What follows belongs to an exercise in optimizing a design on an open flow for small area, a short achievable clock period and few clock cycles; a production flow would make more cautious choices.
Only simulation tests tie the RTL to the original design; equivalence was not proved.
Power figures rest on the tool's default switching activity, not on a simulated workload.

==> module cpu_control, before the edit <==
module cpu_control (
	input  logic                    clk,
	input  logic                    mem_read_ready_stor_reset,
	output cpu_isa_pkg::word_t      prog_addr,
	input  cpu_isa_pkg::word_t      prog_data,
	output cpu_isa_pkg::reg_idx_t   ra_idx,
	input  cpu_isa_pkg::word_t      ra_data,
	output cpu_isa_pkg::reg_idx_t   rb_idx,
	input  cpu_isa_pkg::word_t      rb_data,
	output cpu_isa_pkg::reg_idx_t   wr_idx,
	output cpu_isa_pkg::word_t      wr_data,
	output logic                    wr_en,
	output cpu_isa_pkg::insn_u      alu_insn,
	output cpu_isa_pkg::word_t      alu_a,
	output cpu_isa_pkg::word_t      alu_b,
	input  cpu_isa_pkg::word_t      alu_result,
	input  cpu_isa_pkg::word_t      mul_r0,
	input  cpu_isa_pkg::word_t      mul_r1,
	input  cpu_isa_pkg::word_t      mul_r2,
	output cpu_isa_pkg::word_t      mul_r0_q,
	output cpu_isa_pkg::word_t      mul_r1_q,
	output cpu_isa_pkg::word_t      mul_r2_q,
	output logic                    mem_req,
	output logic                    mem_we,
	output cpu_core_pkg::mem_addr_t mem_addr,
	output cpu_isa_pkg::word_t      mem_wdata,
	input  cpu_isa_pkg::word_t      mem_rdata,
	input  logic                    mem_ready,
	output logic                    halted
);
	cpu_isa_pkg::word_t pc_q;
	cpu_isa_pkg::insn_u ir_d;
	cpu_isa_pkg::insn_u ir_x;
	cpu_isa_pkg::word_t opa_q;
	cpu_isa_pkg::word_t opb_q;
	logic req_q;
	logic we_q;
	cpu_core_pkg::mem_addr_t maddr_q;
	cpu_isa_pkg::word_t mwdata_q;
	logic mem_busy;
	logic x_stall;
	logic d_block;
	logic lit_q;
	cpu_isa_pkg::word_t pf_q;
	logic pf_v_q;
	logic f_ok;
	logic f_take;
	logic s0_v;
	cpu_isa_pkg::word_t s0;
	logic s1_v;
	logic halted_q;
	logic mul_ph_q;
	cpu_isa_pkg::word_t r0_q;
	cpu_isa_pkg::word_t r1_q;
	cpu_isa_pkg::word_t r2_q;
	logic mul_wait;
	cpu_isa_pkg::opcode_e d_op;
	cpu_isa_pkg::opcode_e x_op;
	logic d_set;
	logic d_mem;
	logic f_halt;
	logic stall;
	logic cond_hit;
	logic x_wr;
	cpu_isa_pkg::word_t fwd_a;
	cpu_isa_pkg::word_t fwd_b;
	assign d_op = ir_d.fields.op;
	assign x_op = ir_x.fields.op;
	assign d_set = (d_op == cpu_isa_pkg::SET);
	assign d_mem = (d_op == cpu_isa_pkg::MEMR) || (d_op == cpu_isa_pkg::MEMW);
	assign f_halt = !lit_q &&
		((prog_data[3:0] == cpu_isa_pkg::HALT) || (prog_data[3:0] == cpu_isa_pkg::BUS));
	assign f_ok = !f_halt && !halted_q;
	assign s0_v = pf_v_q || f_ok;
	assign s0 = pf_v_q ? pf_q : prog_data;
	assign s1_v = pf_v_q && f_ok;
	assign f_take = f_ok && (!stall || !pf_v_q);
	assign mul_wait = (x_op == cpu_isa_pkg::MUL) && !mul_ph_q;
	assign mem_busy = req_q && !mem_ready;
	assign x_stall = ((x_op == cpu_isa_pkg::MEMR) && !mem_ready) || mul_wait;
	assign d_block = d_mem && mem_busy;
	assign stall = x_stall || d_block;
	assign cond_hit = (x_op == cpu_isa_pkg::MOVNZ) ? (opb_q != '0) : (opb_q == '0);
	always_comb begin
		case (x_op)
			cpu_isa_pkg::HALT, cpu_isa_pkg::BUS, cpu_isa_pkg::MEMW: x_wr = 1'b0;
			cpu_isa_pkg::MOVNZ, cpu_isa_pkg::MOVEZ: x_wr = cond_hit;
			default: x_wr = 1'b1;
		endcase
	end
	assign wr_en = x_wr && !mul_wait;
	assign wr_idx = ir_x.fields.dst;
	assign wr_data = (x_op == cpu_isa_pkg::MEMR) ? mem_rdata : alu_result;
	assign ra_idx = ir_d.fields.src;
	assign rb_idx = ir_d.fields.cond;
	assign fwd_a = (x_wr && ir_x.fields.dst == ir_d.fields.src) ? wr_data : ra_data;
	assign fwd_b = (x_wr && ir_x.fields.dst == ir_d.fields.cond) ? wr_data : rb_data;
	always_ff @(posedge clk) begin
		if (mem_read_ready_stor_reset) begin
			pc_q <= '0;
			ir_d.fields.op <= cpu_isa_pkg::HALT;
			ir_x.fields.op <= cpu_isa_pkg::HALT;
			req_q <= 1'b0;
			lit_q <= 1'b0;
			pf_v_q <= 1'b0;
			halted_q <= 1'b0;
			mul_ph_q <= 1'b0;
		end else begin
			mul_ph_q <= (x_op == cpu_isa_pkg::MUL) && !mul_ph_q;
			if (!x_stall && d_block) begin
				ir_x.fields.op <= cpu_isa_pkg::HALT;
			end
			if (!stall && d_mem) begin
				req_q <= 1'b1;
			end else if (mem_ready) begin
				req_q <= 1'b0;
			end
			if (f_take) begin
				pc_q <= pc_q + 16'd1;
				lit_q <= !lit_q && (prog_data[3:0] == cpu_isa_pkg::SET);
			end
			if (!stall) begin
				ir_x <= ir_d;
				if (d_set) begin
					ir_d[15:4] <= prog_data[15:4];
					ir_d.fields.op <= s1_v ? cpu_isa_pkg::opcode_e'(prog_data[3:0]) : cpu_isa_pkg::HALT;
					pf_v_q <= 1'b0;
				end else begin
					ir_d[15:4] <= s0[15:4];
					ir_d.fields.op <= s0_v ? cpu_isa_pkg::opcode_e'(s0[3:0]) : cpu_isa_pkg::HALT;
					pf_v_q <= s1_v;
				end
				if (f_halt && !pf_v_q && d_op == cpu_isa_pkg::HALT && !mem_busy) begin
					halted_q <= 1'b1;
				end
			end else if (!pf_v_q) begin
				pf_v_q <= f_ok;
			end
		end
	end
	always_ff @(posedge clk) begin
		if (f_take) begin
			pf_q <= prog_data;
		end
	end
	always_ff @(posedge clk) begin
		if (mem_read_ready_stor_reset) begin
			we_q <= 1'b0;
		end else if (!stall && d_mem) begin
			we_q <= (d_op == cpu_isa_pkg::MEMW);
		end
	end
	always_ff @(posedge clk) begin
		if (!stall && d_mem) begin
			maddr_q <= fwd_a[cpu_core_pkg::MEM_ADDR_W-1:0];
			mwdata_q <= fwd_b;
		end
	end
	always_ff @(posedge clk) begin
		opa_q <= d_set ? s0 : fwd_a;
		opb_q <= fwd_b;
	end
	always_ff @(posedge clk) begin
		r0_q <= mul_r0;
		r1_q <= mul_r1;
		r2_q <= mul_r2;
	end
	assign mul_r0_q = r0_q;
	assign mul_r1_q = r1_q;
	assign mul_r2_q = r2_q;
	assign alu_insn = ir_x;
	assign alu_a = opa_q;
	assign alu_b = opb_q;
	assign prog_addr = pc_q;
	assign mem_req = req_q;
	assign mem_we = we_q;
	assign mem_addr = maddr_q;
	assign mem_wdata = mwdata_q;
	assign halted = halted_q;
endmodule
clock: 10.0 ns
lec_check: 0
abc_area: 1
cap_margin: 20
core_margin: 2
core_utilization: 40
cts_cluster_diameter: 110
cts_cluster_size: 24
slew_margin: 20
standard.sh (not shown) runs the stock make flow with config.mk's settings and CLKGATE_MAP_FILE= SYNTH_SCRIPT=/design/flow/synth_recipe.tcl, a recipe that flattens the netlist after the stock synthesis.
==> flow/flow/run.sh <==
#!/bin/bash
# Standard ORFS layout, with repair_timing aiming for extra setup slack and
# plain buffers (instead of delay cells) on the ports
set -euo pipefail
bash standard.sh SETUP_SLACK_MARGIN=6.5 "BUFFER_PORTS_ARGS=-buffer_cell sky130_fd_sc_hd__buf_2" finish > standard_flow.log 2>&1
Testbench counts at the start, summed over its fixed seeds: cycles 11,282.
Then changed:
--- a/flow/design.v
+++ b/flow/design.v
@@ -814,18 +814,11 @@
 	cpu_core_pkg::mem_addr_t maddr_q;
 	cpu_isa_pkg::word_t mwdata_q;
 	logic mem_busy;
 	logic x_stall;
 	logic d_block;
-	logic lit_q;
-	cpu_isa_pkg::word_t pf_q;
-	logic pf_v_q;
-	logic f_ok;
-	logic f_take;
-	logic s0_v;
-	cpu_isa_pkg::word_t s0;
-	logic s1_v;
+	logic halt_pend_q;
 	logic halted_q;
 	logic mul_ph_q;
 	cpu_isa_pkg::word_t r0_q;
 	cpu_isa_pkg::word_t r1_q;
 	cpu_isa_pkg::word_t r2_q;
@@ -842,17 +835,12 @@
 	cpu_isa_pkg::word_t fwd_b;
 	assign d_op = ir_d.fields.op;
 	assign x_op = ir_x.fields.op;
 	assign d_set = (d_op == cpu_isa_pkg::SET);
 	assign d_mem = (d_op == cpu_isa_pkg::MEMR) || (d_op == cpu_isa_pkg::MEMW);
-	assign f_halt = !lit_q &&
+	assign f_halt = !d_set &&
 		((prog_data[3:0] == cpu_isa_pkg::HALT) || (prog_data[3:0] == cpu_isa_pkg::BUS));
-	assign f_ok = !f_halt && !halted_q;
-	assign s0_v = pf_v_q || f_ok;
-	assign s0 = pf_v_q ? pf_q : prog_data;
-	assign s1_v = pf_v_q && f_ok;
-	assign f_take = f_ok && (!stall || !pf_v_q);
 	assign mul_wait = (x_op == cpu_isa_pkg::MUL) && !mul_ph_q;
 	assign mem_busy = req_q && !mem_ready;
 	assign x_stall = ((x_op == cpu_isa_pkg::MEMR) && !mem_ready) || mul_wait;
 	assign d_block = d_mem && mem_busy;
 	assign stall = x_stall || d_block;
@@ -875,12 +863,11 @@
 		if (mem_read_ready_stor_reset) begin
 			pc_q <= '0;
 			ir_d.fields.op <= cpu_isa_pkg::HALT;
 			ir_x.fields.op <= cpu_isa_pkg::HALT;
 			req_q <= 1'b0;
-			lit_q <= 1'b0;
-			pf_v_q <= 1'b0;
+			halt_pend_q <= 1'b0;
 			halted_q <= 1'b0;
 			mul_ph_q <= 1'b0;
 		end else begin
 			mul_ph_q <= (x_op == cpu_isa_pkg::MUL) && !mul_ph_q;
 			if (!x_stall && d_block) begin
@@ -889,39 +876,31 @@
 			if (!stall && d_mem) begin
 				req_q <= 1'b1;
 			end else if (mem_ready) begin
 				req_q <= 1'b0;
 			end
-			if (f_take) begin
-				pc_q <= pc_q + 16'd1;
-				lit_q <= !lit_q && (prog_data[3:0] == cpu_isa_pkg::SET);
-			end
 			if (!stall) begin
 				ir_x <= ir_d;
-				if (d_set) begin
-					ir_d[15:4] <= prog_data[15:4];
-					ir_d.fields.op <= s1_v ? cpu_isa_pkg::opcode_e'(prog_data[3:0]) : cpu_isa_pkg::HALT;
-					pf_v_q <= 1'b0;
+				ir_d[15:4] <= prog_data[15:4];
+				if (d_set || f_halt || halt_pend_q || halted_q) begin
+					ir_d.fields.op <= cpu_isa_pkg::HALT;
 				end else begin
-					ir_d[15:4] <= s0[15:4];
-					ir_d.fields.op <= s0_v ? cpu_isa_pkg::opcode_e'(s0[3:0]) : cpu_isa_pkg::HALT;
-					pf_v_q <= s1_v;
+					ir_d.fields.op <= cpu_isa_pkg::opcode_e'(prog_data[3:0]);
+				end
+				if (!f_halt && !halt_pend_q && !halted_q) begin
+					pc_q <= pc_q + 16'd1;
+				end
+				if (f_halt) begin
+					halt_pend_q <= 1'b1;
 				end
-				if (f_halt && !pf_v_q && d_op == cpu_isa_pkg::HALT && !mem_busy) begin
+				if (halt_pend_q && !mem_busy) begin
 					halted_q <= 1'b1;
 				end
-			end else if (!pf_v_q) begin
-				pf_v_q <= f_ok;
 			end
 		end
 	end
 	always_ff @(posedge clk) begin
-		if (f_take) begin
-			pf_q <= prog_data;
-		end
-	end
-	always_ff @(posedge clk) begin
 		if (mem_read_ready_stor_reset) begin
 			we_q <= 1'b0;
 		end else if (!stall && d_mem) begin
 			we_q <= (d_op == cpu_isa_pkg::MEMW);
 		end
@@ -931,11 +910,11 @@
 			maddr_q <= fwd_a[cpu_core_pkg::MEM_ADDR_W-1:0];
 			mwdata_q <= fwd_b;
 		end
 	end
 	always_ff @(posedge clk) begin
-		opa_q <= d_set ? s0 : fwd_a;
+		opa_q <= d_set ? prog_data : fwd_a;
 		opb_q <= fwd_b;
 	end
 	always_ff @(posedge clk) begin
 		r0_q <= mul_r0;
 		r1_q <= mul_r1;
Via count drops by 2.1%. Synthesized area goes down by 3.8%. Hold slack degrades by 0.016 ns. Power is lower by 8.1%. Flip-flop and latch count goes down by 17. Die area falls by 3.7%. Worst setup slack improves by 0.014 ns. Final cell count is lower by 3.0%.
Testbench counts after the change, summed over its fixed seeds: cycles 11,716.

-- static timing again, ports no longer ideal --
In the flow no input, the clock included, has a driving cell. The finished layouts below were timed again as built, in two steps. Step 1 assumes that a clkbuf_16 drives the clock port and a buf_2 every other input. Step 2 moves the port delays by t, midway between the first and last clock arrival at a register: inputs arrive t later, outputs are due t later. That takes back most of the time a late clock gives input paths. Three values: ideal, step 1, step 2; two values: the first two.
run	shift t [ns]	setup slack, ns	worst hold slack (ns)	clock arrival spread, ns	cell pins on the clock port's net
the first run	0.648	6.531 / 6.531 / 6.187	0.450 / 0.450 / 0.450	0.054 / 0.054	1
the second run	0.640	6.544 / 6.544 / 6.044	0.434 / 0.434 / 0.434	0.027 / 0.026	1
After both steps setup and hold are still met in every run listed. For the second run, which loses most, drivers alone change the setup slack by 0.000 ns; drivers and shift together by -0.500 ns.
